From an optimization exercise on the open Yosys and OpenROAD flow, aimed at a short achievable clock period and few clock cycles; shortcuts taken in it are not production practice.
The RTL was checked by simulation tests, not by an equivalence proof against the original design.
Power figures rest on the tool's default switching activity, not on a simulated workload.

$ cat design.v
`timescale 1ns/1ps
package cpu_types_pkg;
	localparam int TAG_W = 26;  
	localparam int IDX_W = 3;  
	typedef logic [31:0] word_t;
	typedef union packed {
		word_t raw;  
		struct packed {
			logic [TAG_W-1:0] tag;  
			logic [IDX_W-1:0] idx;  
			logic blkoff;  
			logic [1:0] byteoff;  
		} f;
	} addr_t;
endpackage
`timescale 1ns/1ps
package dcache_pkg;
	localparam int SETS = 8;
	localparam int WAYS = 2;
	localparam int FRAMES = SETS * WAYS;  
	localparam int SCAN_W = 5;  
	localparam logic [3:0] ST_IDLE = 4'd0;  
	localparam logic [3:0] ST_WB0 = 4'd1;  
	localparam logic [3:0] ST_WB1 = 4'd2;  
	localparam logic [3:0] ST_FILL0 = 4'd3;  
	localparam logic [3:0] ST_FILL1 = 4'd4;  
	localparam logic [3:0] ST_SCAN = 4'd5;  
	localparam logic [3:0] ST_FLUSH0 = 4'd6;  
	localparam logic [3:0] ST_FLUSH1 = 4'd7;  
	localparam logic [3:0] ST_HALTED = 4'd8;  
endpackage
`timescale 1ns/1ps
module dcache_array (
	input logic CLK,
	input logic nRST,
	input logic [cpu_types_pkg::IDX_W-1:0] arr_sel_idx,  
	input logic [cpu_types_pkg::TAG_W-1:0] arr_req_tag,  
	input logic arr_req_blkoff,  
	input logic arr_fill_way,  
	input logic arr_scan_way,  
	input logic arr_wr_word,  
	input cpu_types_pkg::word_t arr_wr_data,  
	input logic arr_fill_word0,  
	input logic arr_fill_word1,
	input logic arr_set_tag,  
	input logic arr_clr_dirty,  
	input logic arr_touch,  
	output logic arr_hit,
	output logic arr_hit_way,
	output logic arr_victim_way,  
	output logic arr_victim_dirty,  
	output logic [cpu_types_pkg::TAG_W-1:0] arr_victim_tag,
	output cpu_types_pkg::word_t arr_frame_word0,  
	output cpu_types_pkg::word_t arr_frame_word1,
	output cpu_types_pkg::word_t arr_rd_data  
);
	logic [cpu_types_pkg::TAG_W-1:0] tags [dcache_pkg::SETS][dcache_pkg::WAYS];
	cpu_types_pkg::word_t data [dcache_pkg::SETS][dcache_pkg::WAYS][2];  
	logic valid [dcache_pkg::SETS][dcache_pkg::WAYS];
	logic dirty [dcache_pkg::SETS][dcache_pkg::WAYS];
	logic lru [dcache_pkg::SETS];  
	logic [dcache_pkg::WAYS-1:0] way_hit;
	always_comb begin
		for (int w = 0; w < dcache_pkg::WAYS; w++) begin
			way_hit[w] = valid[arr_sel_idx][w] && (tags[arr_sel_idx][w] == arr_req_tag);
		end
	end
	assign arr_hit = |way_hit;
	assign arr_hit_way = way_hit[1];  
	assign arr_rd_data = data[arr_sel_idx][arr_hit_way][arr_req_blkoff];
	assign arr_victim_way = lru[arr_sel_idx];
	assign arr_victim_dirty = valid[arr_sel_idx][arr_scan_way]
		&& dirty[arr_sel_idx][arr_scan_way];
	assign arr_victim_tag = tags[arr_sel_idx][arr_scan_way];
	assign arr_frame_word0 = data[arr_sel_idx][arr_scan_way][0];
	assign arr_frame_word1 = data[arr_sel_idx][arr_scan_way][1];
	always_ff @(posedge CLK, negedge nRST) begin
		if (!nRST) begin
			for (int s = 0; s < dcache_pkg::SETS; s++) begin
				lru[s] <= 1'b0;
				for (int w = 0; w < dcache_pkg::WAYS; w++) begin
					valid[s][w] <= 1'b0;
					dirty[s][w] <= 1'b0;
				end
			end
		end else begin
			if (arr_set_tag) begin  
				valid[arr_sel_idx][arr_fill_way] <= 1'b1;
				dirty[arr_sel_idx][arr_fill_way] <= 1'b0;  
			end
			if (arr_wr_word) begin
				dirty[arr_sel_idx][arr_fill_way] <= 1'b1;  
			end
			if (arr_clr_dirty) begin
				dirty[arr_sel_idx][arr_scan_way] <= 1'b0;  
			end
			if (arr_touch) begin
				lru[arr_sel_idx] <= ~arr_hit_way;  
			end
		end
	end
	always_ff @(posedge CLK) begin
		if (arr_set_tag) begin
			tags[arr_sel_idx][arr_fill_way] <= arr_req_tag;
		end
		if (arr_fill_word0) begin
			data[arr_sel_idx][arr_fill_way][0] <= arr_wr_data;
		end
		if (arr_fill_word1) begin
			data[arr_sel_idx][arr_fill_way][1] <= arr_wr_data;
		end
		if (arr_wr_word) begin
			data[arr_sel_idx][arr_fill_way][arr_req_blkoff] <= arr_wr_data;
		end
	end
endmodule
`timescale 1ns/1ps
module dcache_ctrl (
	input logic CLK,
	input logic nRST,
	input logic dmem_ren,
	input logic dmem_wen,
	input cpu_types_pkg::word_t dmem_addr,
	input cpu_types_pkg::word_t dmem_store,
	input logic halt,
	input logic mem_wait,
	input cpu_types_pkg::word_t mem_load,
	output cpu_types_pkg::word_t dmem_load,
	output logic dhit,
	output logic flushed,
	output logic mem_ren,
	output logic mem_wen,
	output cpu_types_pkg::word_t mem_addr,
	output cpu_types_pkg::word_t mem_store,
	output logic [cpu_types_pkg::IDX_W-1:0] arr_sel_idx,
	output logic [cpu_types_pkg::TAG_W-1:0] arr_req_tag,
	output logic arr_req_blkoff,
	output logic arr_fill_way,
	output logic arr_scan_way,
	output logic arr_wr_word,
	output cpu_types_pkg::word_t arr_wr_data,
	output logic arr_fill_word0,
	output logic arr_fill_word1,
	output logic arr_set_tag,
	output logic arr_clr_dirty,
	output logic arr_touch,
	input logic arr_hit,
	input logic arr_hit_way,
	input logic arr_victim_way,
	input logic arr_victim_dirty,
	input logic [cpu_types_pkg::TAG_W-1:0] arr_victim_tag,
	input cpu_types_pkg::word_t arr_frame_word0,
	input cpu_types_pkg::word_t arr_frame_word1,
	input cpu_types_pkg::word_t arr_rd_data
);
	logic [3:0] state, next_state;
	logic [dcache_pkg::SCAN_W-1:0] scan_cnt, next_scan_cnt;  
	cpu_types_pkg::addr_t req;  
	cpu_types_pkg::addr_t maddr;  
	logic req_valid;
	logic scanning;
	assign req = cpu_types_pkg::addr_t'(dmem_addr);
	assign req_valid = dmem_ren || dmem_wen;
	assign scanning = (state == dcache_pkg::ST_SCAN) || (state == dcache_pkg::ST_FLUSH0) || (state == dcache_pkg::ST_FLUSH1);
	assign arr_sel_idx = scanning ? scan_cnt[cpu_types_pkg::IDX_W-1:0] : req.f.idx;
	assign arr_req_tag = req.f.tag;
	assign arr_req_blkoff = req.f.blkoff;
	assign arr_scan_way = scanning ? scan_cnt[cpu_types_pkg::IDX_W] : arr_victim_way;
	assign arr_fill_way = (state == dcache_pkg::ST_IDLE) ? arr_hit_way : arr_victim_way;  
	assign arr_wr_data = (state == dcache_pkg::ST_IDLE) ? dmem_store : mem_load;
	assign dmem_load = arr_rd_data;  
	assign flushed = (state == dcache_pkg::ST_HALTED);
	assign mem_addr = maddr.raw;
	always_ff @(posedge CLK, negedge nRST) begin
		if (!nRST) begin
			state <= dcache_pkg::ST_IDLE;
			scan_cnt <= '0;
		end else begin
			state <= next_state;
			scan_cnt <= next_scan_cnt;
		end
	end
	always_comb begin
		next_state = state;
		next_scan_cnt = scan_cnt;
		dhit = 1'b0;
		mem_ren = 1'b0;
		mem_wen = 1'b0;
		mem_store = arr_frame_word0;
		arr_wr_word = 1'b0;
		arr_fill_word0 = 1'b0;
		arr_fill_word1 = 1'b0;
		arr_set_tag = 1'b0;
		arr_clr_dirty = 1'b0;
		arr_touch = 1'b0;
		maddr.f.tag = req.f.tag;
		maddr.f.idx = arr_sel_idx;
		maddr.f.blkoff = 1'b0;
		maddr.f.byteoff = 2'b00;
		case (state)
			dcache_pkg::ST_IDLE: begin
				if (req_valid) begin  
					if (arr_hit) begin
						dhit = 1'b1;
						arr_touch = 1'b1;
						arr_wr_word = dmem_wen;
					end else if (arr_victim_dirty) begin
						next_state = dcache_pkg::ST_WB0;  
					end else begin
						next_state = dcache_pkg::ST_FILL0;
					end
				end else if (halt) begin
					next_state = dcache_pkg::ST_SCAN;
				end
			end
			dcache_pkg::ST_WB0: begin
				mem_wen = 1'b1;
				maddr.f.tag = arr_victim_tag;  
				if (!mem_wait) next_state = dcache_pkg::ST_WB1;
			end
			dcache_pkg::ST_WB1: begin
				mem_wen = 1'b1;
				maddr.f.tag = arr_victim_tag;
				maddr.f.blkoff = 1'b1;
				mem_store = arr_frame_word1;
				if (!mem_wait) next_state = dcache_pkg::ST_FILL0;
			end
			dcache_pkg::ST_FILL0: begin
				mem_ren = 1'b1;
				arr_fill_word0 = !mem_wait;  
				if (!mem_wait) next_state = dcache_pkg::ST_FILL1;
			end
			dcache_pkg::ST_FILL1: begin
				mem_ren = 1'b1;
				maddr.f.blkoff = 1'b1;
				arr_fill_word1 = !mem_wait;
				arr_set_tag = !mem_wait;  
				if (!mem_wait) next_state = dcache_pkg::ST_IDLE;  
			end
			dcache_pkg::ST_SCAN: begin
				if (scan_cnt == dcache_pkg::SCAN_W'(dcache_pkg::FRAMES)) begin
					next_state = dcache_pkg::ST_HALTED;  
				end else if (arr_victim_dirty) begin
					next_state = dcache_pkg::ST_FLUSH0;
				end else begin
					next_scan_cnt = scan_cnt + 1'b1;  
				end
			end
			dcache_pkg::ST_FLUSH0: begin
				mem_wen = 1'b1;
				maddr.f.tag = arr_victim_tag;
				if (!mem_wait) next_state = dcache_pkg::ST_FLUSH1;
			end
			dcache_pkg::ST_FLUSH1: begin
				mem_wen = 1'b1;
				maddr.f.tag = arr_victim_tag;
				maddr.f.blkoff = 1'b1;
				mem_store = arr_frame_word1;
				if (!mem_wait) begin
					arr_clr_dirty = 1'b1;
					next_scan_cnt = scan_cnt + 1'b1;
					next_state = dcache_pkg::ST_SCAN;
				end
			end
			dcache_pkg::ST_HALTED: begin
				next_state = dcache_pkg::ST_HALTED;  
			end
			default: begin
				next_state = dcache_pkg::ST_IDLE;
			end
		endcase
	end
endmodule
`timescale 1ns/1ps
module dcache (
	input logic CLK,
	input logic nRST,
	input logic dmem_ren,
	input logic dmem_wen,
	input cpu_types_pkg::word_t dmem_addr,
	input cpu_types_pkg::word_t dmem_store,
	input logic halt,
	output cpu_types_pkg::word_t dmem_load,
	output logic dhit,
	output logic flushed,
	input logic mem_wait,
	input cpu_types_pkg::word_t mem_load,
	output logic mem_ren,
	output logic mem_wen,
	output cpu_types_pkg::word_t mem_addr,
	output cpu_types_pkg::word_t mem_store
);
	logic [cpu_types_pkg::IDX_W-1:0] arr_sel_idx;
	logic [cpu_types_pkg::TAG_W-1:0] arr_req_tag, arr_victim_tag;
	logic arr_req_blkoff, arr_fill_way, arr_scan_way, arr_wr_word;
	logic arr_fill_word0, arr_fill_word1, arr_set_tag, arr_clr_dirty, arr_touch;
	logic arr_hit, arr_hit_way, arr_victim_way, arr_victim_dirty;
	cpu_types_pkg::word_t arr_wr_data, arr_frame_word0, arr_frame_word1, arr_rd_data;
	dcache_ctrl i_ctrl (
		.CLK (CLK),
		.nRST (nRST),
		.dmem_ren (dmem_ren),
		.dmem_wen (dmem_wen),
		.dmem_addr (dmem_addr),
		.dmem_store (dmem_store),
		.halt (halt),
		.mem_wait (mem_wait),
		.mem_load (mem_load),
		.dmem_load (dmem_load),
		.dhit (dhit),
		.flushed (flushed),
		.mem_ren (mem_ren),
		.mem_wen (mem_wen),
		.mem_addr (mem_addr),
		.mem_store (mem_store),
		.arr_sel_idx (arr_sel_idx),
		.arr_req_tag (arr_req_tag),
		.arr_req_blkoff (arr_req_blkoff),
		.arr_fill_way (arr_fill_way),
		.arr_scan_way (arr_scan_way),
		.arr_wr_word (arr_wr_word),
		.arr_wr_data (arr_wr_data),
		.arr_fill_word0 (arr_fill_word0),
		.arr_fill_word1 (arr_fill_word1),
		.arr_set_tag (arr_set_tag),
		.arr_clr_dirty (arr_clr_dirty),
		.arr_touch (arr_touch),
		.arr_hit (arr_hit),
		.arr_hit_way (arr_hit_way),
		.arr_victim_way (arr_victim_way),
		.arr_victim_dirty (arr_victim_dirty),
		.arr_victim_tag (arr_victim_tag),
		.arr_frame_word0 (arr_frame_word0),
		.arr_frame_word1 (arr_frame_word1),
		.arr_rd_data (arr_rd_data)
	);
	dcache_array i_array (
		.CLK (CLK),
		.nRST (nRST),
		.arr_sel_idx (arr_sel_idx),
		.arr_req_tag (arr_req_tag),
		.arr_req_blkoff (arr_req_blkoff),
		.arr_fill_way (arr_fill_way),
		.arr_scan_way (arr_scan_way),
		.arr_wr_word (arr_wr_word),
		.arr_wr_data (arr_wr_data),
		.arr_fill_word0 (arr_fill_word0),
		.arr_fill_word1 (arr_fill_word1),
		.arr_set_tag (arr_set_tag),
		.arr_clr_dirty (arr_clr_dirty),
		.arr_touch (arr_touch),
		.arr_hit (arr_hit),
		.arr_hit_way (arr_hit_way),
		.arr_victim_way (arr_victim_way),
		.arr_victim_dirty (arr_victim_dirty),
		.arr_victim_tag (arr_victim_tag),
		.arr_frame_word0 (arr_frame_word0),
		.arr_frame_word1 (arr_frame_word1),
		.arr_rd_data (arr_rd_data)
	);
endmodule
$ cat run.sh
#!/bin/bash
# synth_recipe.tcl (not shown) runs the flow's synth.tcl, then flattens the netlist and writes it again
# the make line also repeats each setting of config.mk as NAME=value (left out here)
make -C /OpenROAD-flow-scripts/flow DESIGN_CONFIG=/design/flow/config.mk WORK_HOME=/design/flow/orfs CLKGATE_MAP_FILE= SYNTH_SCRIPT=/design/flow/synth_recipe.tcl finish
$ cat config.mk
export PLATFORM = sky130hd
export DESIGN_NAME = dcache
export DESIGN_NICKNAME = dcache
export VERILOG_FILES = /design/flow/design.v
export SDC_FILE = /design/flow/constraint.sdc
export NUM_CORES = 4
export LEC_CHECK = 0
export CAP_MARGIN = 20
export CORE_MARGIN = 2
export CORE_UTILIZATION = 40
export SLEW_MARGIN = 20
$ cat constraint.sdc
create_clock -name core_clock -period 7.5 [get_ports {CLK}]
set_input_delay 1.5000 -clock core_clock [delete_from_list [all_inputs] [get_ports {CLK}]]
set_output_delay 1.5000 -clock core_clock [all_outputs]
set_load 0.01 [all_outputs]
==> results by group <==
Power and ir drop
  • Clock share of power: 21.5%
  • Int Pwr: 21.85 mW
  • Power Dens Cells: 438.1 mW/mm²
  • Leakage: 29.30 nW
  • NetSw: 16.08 mW
  • Seq pwr share: 26.4%
  • VDD IR max: 0.0003347 V
  • Comb pwr share: 52.1%
  • Net Sw Frac: 42.38%

Setup path
  • CP Class: reg2out
  • Crit path required time: 6000 ps
  • Worst path slowest cell: clkdlybuf4s50_1
  • Worst Path Buf+Inv: 6
  • Worst reg-to-reg path cell count: 20
  • Crit path max-delay family: buffers and inverters
  • Critical path arrival: 5900 ps
  • RR Endpoint: i_array.data[16][0]$_DFFE_PP_
  • Worst path most repeated cell: buf_4
  • Endpoint type of the worst setup path: output port
  • Reg-to-reg setup timing slack: 1590 ps
  • CP max stage delay: 530 ps
  • Reg2reg start: i_ctrl.state[0]$_DFFE_PN0P_
  • Worst setup SP type: register
  • Crit-path cells: buf_4 > or2_4 > nand3_2 > buf_4 > buf_4 > and3_1 > a211oi_1 > o22ai_1 > xor2_1 > nor4_1 > buf_4 > nand4_1 > nor3_2 > nor2_1 > nor2_1 > buf_4 > clkdlybuf4s50_1
  • Critical-path maximum fanout: 37

Clock tree
  • Root Buffer: clkbuf_16
  • Num CTS Buffers: 162
  • Clock Latency Late Sink: 840 ps
  • CTS tree: yes
  • CTS Buffer Depth: 3
  • CTS Hold Bufs: 0
  • Clk slew on worst S/H paths: 60 ps
  • H-tree levels: 4
  • Sink Count: 1489

Detailed routing
  • DRT antenna net count: 0
  • # DRC: 0
  • First-pass DRT Iterations: 6
  • DRT Wirelength: 265.0 mm
  • Vias post-DR: 55140
  • Met2 WL: 121.7 mm
  • Met1 WL: 98.25 mm
  • WL met3: 29.61 mm
  • Initial DRC count: 7976
  • Highest Signal Layer: met4
  • Routed vias/inst: 6.413
  • WL/cell: 30.82 µm

Finish
  • Fillers: 15850
  • Layout net count: 6172
  • Share of layout cells above drive strength 1: 19.15%
  • Layout area overhead: 18.28%
  • Finished Cell Area: 0.08658 mm²

Logic synthesis
  • Synth async-reset ratio: 3.291%
  • Synth area leader: edfxtp_1
  • Synth Area per Inst: 12.72 µm²
  • Synth Register Bits: 1489
  • Most common library cells after synthesis: 1440 x edfxtp_1, 1274 x nand2_1, 343 x mux4_2, 340 x nand3_1, 275 x clkbuf_1
  • Mapped Area: 0.07320 mm²
  • Ys flop type: edfxtp_1
  • Post-synth EDFFs: 1440
  • Count leader, synth: edfxtp_1
  • Cell variety after synth: 80
  • Share of Yosys cell area claimed by the top area cell type: 59.07%
  • Register area share after synthesis: 60.74%
  • Mapped Cells: 5754
  • Synth area leaders: edfxtp_1 59%, mux4_2 11%, nand2_1 6.5%
  • Ys Warns: 5

Timing
  • Hold Fails Final Rpt: 0
  • Fin. max-slew vios: 0
  • Fmax: 0.1352 GHz
  • Period utilisation layout: 98.61%
  • Clock skew: 81.22 ps
  • Hold slack: 459.1 ps
  • # setup viols final: 0
  • Slew @ Worst Pin: 1086 ps
  • Slew margin rel.: 27.41%
  • RSZ-0062 raised after global routing: no
  • Final Critical Period: 7396 ps

Place
  • GPL Wtd Cong: 0.9128
  • Area after DPL: 0.08100 mm²
  • DP Wirelength: 156.7 mm
  • I/O Buffers: 197

Global routing
  • Total grt overflow: 0
  • First-pass GRT wire length: 374.4 mm
  • Overall routing resource usage: 27.78%
  • Largest net degree at the start of global routing: 139
  • Vias in the first global route: 53170
  • Initial antenna violation count: 6

Worst hold path
  • Worst hold-check path type: reg2reg
  • Worst Hold Depth: 2
  • WHS Endpoint: i_array.valid[9]$_DFFE_PN0P_
  • Hold path start: i_array.valid[9]$_DFFE_PN0P_

Die
  • Die width: 431.8 µm
  • Core Area: 0.1825 mm²
  • FP Rows: 157
  • Num ports: 202
  • Die span in y: 431.8 µm
  • Initial core utilization: 40.11%
  • Die Footprint: 0.1864 mm²

Flow run
  • Max_cap viols: 0

Status
  • Outcome: complete, no violations
==> sequential cells by signal, summed over array words and instances (netlist names) <==
register / flops
i_array.data: 1024
i_array.dirty: 16
i_array.lru: 8
i_array.tags: 416
i_array.valid: 16
i_ctrl.scan_cnt: 5
i_ctrl.state: 4
==> metrics by stage <==
step	total power [mW]	util [%]	setup WS (ps)	instances	TNS, ps
floorplan	21.21	-	-291.6	5755	-126910
global placement	29.29	44.37	-459.0	8279	-5482
detailed placement	29.43	44.39	-390.9	8280	-4278
CTS	37.63	47.41	12.90	8584	0
global route	39.34	47.44	12.43	8596	0
finish	37.93	47.45	104.3	8599	0
==> power by group through the flow <==
stage	Combinational [mW]	Clock, mW	Sequential [mW]
final	19.8	8.16	10.0
after global placement	19.1	0	10.2
after detailed placement	19.2	0	10.2
after floorplan	11.1	0	10.1
after CTS	19.4	8.23	10.0
after global routing	20.8	8.55	10.0
==> what timing repair did <==
item                       in CTS  in global routing
pin swaps                       3                  0
buffers inserted                4                  4
gates resized for setup         8                  5
cloned                          1                  0
setup endpoints to repair      40                 57
==> worst max-delay path by stage <==
stage                     cells after the start  slack (ps)                            end                         from
final                                        17         100                           dhit  i_ctrl.state[0]$_DFFE_PN0P_
after global routing                         20          10                   dmem_load[4]  i_ctrl.state[3]$_DFFE_PN0P_
after CTS                                    16          10                  mem_store[26]                 dmem_addr[5]
after detailed placement                     18        -390                   dmem_load[1]                 dmem_addr[3]
after global placement                       18        -460                   dmem_load[1]                 dmem_addr[3]
after floorplan                              15        -290  i_array.data[16][0]$_DFFE_PP_                 dmem_addr[4]
==> layout by cell type (no fill, tap or decap), types with 73 or more instances in the layout <==
cell type and count:
a211oi_1 108, edfxtp_1 1440, clkdlybuf4s50_1 192, nor2_1 93, a31oi_1 87, buf_12 96, a21oi_1 213, clkbuf_16 162
nand2_1 1271, nand3_1 340, o221ai_1 86, mux4_2 343, nand4_1 143, and3_1 112, nand2b_1 73, buf_4 347
==> layout make-up <==
cell class / instances / area, µm² / share of cell area [%]
multi-input combinational: 3749 / 27020 / 31.21
clock buffer: 195 / 4178 / 4.825
timing repair buffer: 640 / 6514 / 7.523
clock inverter: 104 / 1266 / 1.462
antenna: 11 / 27.53 / 0.03179
inverter: 26 / 117.6 / 0.1358
sequential: 1489 / 44470 / 51.36
tap: 2385 / 2984 / 3.446
==> layer usage <==
layer	vias to the layer above	track usage [%]
li1	22950	-
met1	27560	36.60
met2	3818	43.55
met3	813	5.619
met4	0	14.40
met5	-	0
==> logic make-up after synthesis <==
| kind of cell | synth area share, % |
|---|---|
| simple gates | 14.31 |
| fa+ha+maj | 0.03418 |
| other cells | 0.005123 |
| mux | 12.03 |
| buf+inv | 3.094 |
| xor+xnor | 0.4307 |
| compound gates | 9.351 |
| flops | 60.74 |
==> worst register-to-register path, stage by stage (launching register included) <==
cell and delay, ps:
dfrtp_1 400, buf_4 210, or2_4 390, nand3_1 180, and2_4 240, buf_12 240, buf_4 220, o2111ai_1 220
and3_1 240, nor4_1 320, buf_4 190, nand4_1 190, nor4_4 240, buf_12 190, buf_12 230, buf_4 200
o21bai_1 130, buf_4 220, a31oi_1 290, nor4_2 750, buf_4 340
Testbench counts, summed over its fixed seeds: cycles 57,610.

## re-timing with driven ports
The results above use ideal ports. As a check the final layout listed here was re-extracted and re-timed, cells and wires unchanged.
Step 1 assumes that a clkbuf_16 drives the clock port and a buf_2 every other input.
Step 2, shift: input delay + t, output delay - t, t = (earliest + latest rising clock arrival at the registers) / 2. This alone moves slack from input paths to output paths.
a / b / c = no drivers / after step 1 / after step 2; a / b = the first two.
shift t [ns]: 0.895
slack for setup (ns): 0.104 / -0.033 / -0.033
hold WS [ns]: 0.459 / 0.459 / 0.459
worst slew at a driven data input, ns: 0.21
pins driven straight from the clock port: 1
With both steps, setup timing fails in this run, where it was met with ideal ports. For this run, drivers alone change the setup slack by -0.137 ns; drivers and shift together by -0.137 ns.
